Context: an optimization exercise on an open-source flow, tuned for small area. The choices shown serve that exercise and are no tape-out recipe.
Where RTL was checked, it was by simulation tests only, not by an equivalence proof against the original.
Power is estimated from default activity; no workload was simulated.

Design floors_fall, start of the top module:
module floors_fall (
    input  logic        pclk,
    input  logic        rst,
    input  logic        space_button,
    input  logic [37:0] video_in,
    input  logic [11:0] x_obj,
    input  logic [11:0] y_obj,
    input  logic [11:0] y_pos,
    output logic [37:0] video_out,
    output logic        floor_hit,
    output logic        start,
    output logic        ending,
    output logic [11:0] y_obj_out
);
For scale: ~10,000 um2 of cells after synthesis.
Settings: LEC_CHECK=0, CAP_MARGIN=20, CORE_MARGIN=2, CORE_UTILIZATION=70, SLEW_MARGIN=20; clock period 6.0 ns.
standard.sh (not shown) runs the stock make flow with config.mk's settings and CLKGATE_MAP_FILE= SYNTH_SCRIPT=/design/flow/synth_recipe.tcl, a recipe that flattens the netlist after the stock synthesis.
==> flow/flow/run.sh <==
#!/bin/bash
# Standard layout with three changes: the smallest buffer on the ports, a
# clock tree without dummy loads, and OpenROAD's restructure (area target)
# on the combinational logic between floorplan and placement.
set -euo pipefail
export BUFFER_PORTS_ARGS="-buffer_cell sky130_fd_sc_hd__buf_1"
export CTS_ARGS="-sink_clustering_enable -repair_clock_nets -buf_list sky130_fd_sc_hd__clkbuf_8 -dont_use_dummy_load"

bash standard.sh floorplan > standard_floorplan.log 2>&1

# restructure ignores set_dont_use, so hand it a library without those cells
export LIB_FULL=$FLOW_HOME/platforms/sky130hd/lib/sky130_fd_sc_hd__tt_025C_1v80.lib
export LIB_RESTRUCT=$PWD/restructure.lib
export RES_DIR=$PWD/orfs/results/sky130hd/floors_fall/base
export RS_WORK=$PWD/restructure_work
mkdir -p $RS_WORK
python3 flow/libfilter.py $LIB_FULL $LIB_RESTRUCT 'sky130_fd_sc_hd__lpflow_*' 'sky130_fd_sc_hd__probe*' > libfilter.log 2>&1
openroad -no_init -exit flow/restructure.tcl > restructure.log 2>&1

bash standard.sh > standard.log 2>&1
==> flow/flow/libfilter.py <==
#!/usr/bin/env python3
# Copy a liberty file without the named cells: libfilter.py IN OUT PATTERN...
import re, sys, fnmatch
src, dst, pats = sys.argv[1], sys.argv[2], sys.argv[3:]
text = open(src).read()
out = []
pos = 0
for m in re.finditer(r'\n(\s*)cell\s*\(\s*"?([A-Za-z0-9_]+)"?\s*\)\s*\{', text):
    if m.start() < pos:
        continue
    name = m.group(2)
    if not any(fnmatch.fnmatch(name, p) for p in pats):
        continue
    # find the matching closing brace
    depth = 0
    i = m.end() - 1
    while True:
        c = text[i]
        if c == '{':
            depth += 1
        elif c == '}':
            depth -= 1
            if depth == 0:
                break
        i += 1
    out.append(text[pos:m.start()])
    pos = i + 1
out.append(text[pos:])
open(dst, 'w').write(''.join(out))
==> flow/flow/restructure.tcl <==
# Area recovery on the synthesized logic after the standard floorplan:
# OpenROAD's restructure (ABC, area target) on the combinational logic.
# Registers, ports and the power grid are left as they are.
set res $::env(RES_DIR)
read_db $res/2_floorplan.odb
read_liberty $::env(LIB_FULL)
read_sdc $res/2_floorplan.sdc
source $::env(FLOW_HOME)/platforms/sky130hd/setRC.tcl
report_design_area
restructure -liberty_file $::env(LIB_RESTRUCT) -target area \
    -tielo_port sky130_fd_sc_hd__conb_1/LO -tiehi_port sky130_fd_sc_hd__conb_1/HI \
    -work_dir $::env(RS_WORK)
report_design_area
write_db $res/2_floorplan.odb
Rerun with:
--- a/flow/design.v
+++ b/flow/design.v
@@ -140,27 +140,21 @@
     endfunction
     localparam logic [83:0] C = {12'd450, 12'd300, 12'd150, 12'd0,
                                  12'd3946, 12'd3796, 12'd3646};
     logic [11:0] dv, dy;
     logic [12:0] foot;
     logic [6:0]  hi, pk, lk;
-    assign dv   = {1'b0, v} - y_pos;
-    assign dy   = y_obj - y_pos;
+    assign dv   = 12'(sub_rip({2'b00, v}, {1'b0, y_pos}));
+    assign dy   = 12'(sub_rip({1'b0, y_obj}, {1'b0, y_pos}));
     assign foot = add_c({1'b0, y_obj}, 13'd48);
-    logic hi_any, pk_ok, lk_ok;
-    always_comb begin
-        for (int k = 0; k < 7; k++)
-            hi[k] = in_win({1'b0, y_pos}, {1'b0, 12'(12'd4076 - C[12*k +: 12])}, 13'd19);
-    end
-    assign hi_any = |hi;
-    assign pk_ok  = !(hi_any && v < 11'd20);
-    assign lk_ok  = !foot[12] || hi_any;
     always_comb begin
         for (int k = 0; k < 7; k++) begin
-            pk[k] = in_win({1'b0, dv}, {1'b0, C[12*k +: 12]}, 13'd20) && pk_ok;
-            lk[k] = in_win({1'b0, dy}, {1'b0, 12'(C[12*k +: 12] - 12'd48)}, 13'd20) && lk_ok;
+            hi[k] = in_win({1'b0, y_pos}, {1'b0, 12'(12'd4076 - C[12*k +: 12])}, 13'd19);
+            pk[k] = in_win({1'b0, dv}, {1'b0, C[12*k +: 12]}, 13'd20) && !hi[k];
+            lk[k] = in_win({1'b0, dy}, {1'b0, 12'(C[12*k +: 12] - 12'd48)}, 13'd20) &&
+                    (!foot[12] || hi[k]);
         end
     end
     logic       sprite, f552;
     logic [2:0] cp, cl;
     assign cp  = enc(pk);
     assign cl  = enc(lk);
@@ -210,13 +204,13 @@
         rgb = vid1[11:0];
         if (pl) begin
             if (sprite1)       rgb = game_pkg::OBJECT_COLOR;
             else if (on_floor) rgb = game_pkg::FLOOR_COLOR;
         end
     end
-    assign ex    = 13'({2'b00, x1} - {2'b00, base_of(cl1), 1'b0});
+    assign ex    = 13'($signed({2'b00, x1}) - $signed({2'b00, base_of(cl1), 1'b0}));
     assign land1 = (xbig1 || !off_win(ex, cl1, cl1[0] ? a5 : cl1[1] ? a6 : a4, 13'd23)) &&
                    (cl1 != 3'd7);
     always_comb begin
         yoff  = YOFF[12*cl1 +: 12];
         y_now = add_rip(yp1, yoff);
     end
After rerunning: The changed run finished clean. Die area went down by 7.5%. Sequential power barely changes. Sequential share of layout area went down by 0.96 points. Worst setup slack is worse by 0.22 ns. Wire length went up by 0.82%. Cell area went up by 2.8%. Global-route usage went up by 3.4 points. Worst hold slack is better by 0.020 ns. Total power went down by 6.0%.
The RTL of the second run of this note was laid out without a check of its function.

==> separate check: timing with driven ports <==
In the flow no input, the clock included, has a driving cell. The finished layouts below were timed again as built, in two steps.
Step 1 assumes that a clkbuf_16 drives the clock port and a buf_2 every other input.
Step 2 adds t to the input delays and takes it off the output delays; t is the mean of the earliest and latest rising clock arrival at the registers after step 1. Input paths then give back, and output paths get back, about the clock's delay inside the block.
Three values: ideal, step 1, step 2; two values: the first two.
run	t (ns)	setup slack, ns	pins driven straight from the clock port
the first run	0.486	0.694 / 0.694 / 0.618	1
the second run	0.479	0.476 / 0.497 / 0.018	1
After both steps every run listed still meets setup and hold. For the second run, which loses most, drivers alone change the setup slack by +0.021 ns; drivers and shift together by -0.458 ns.
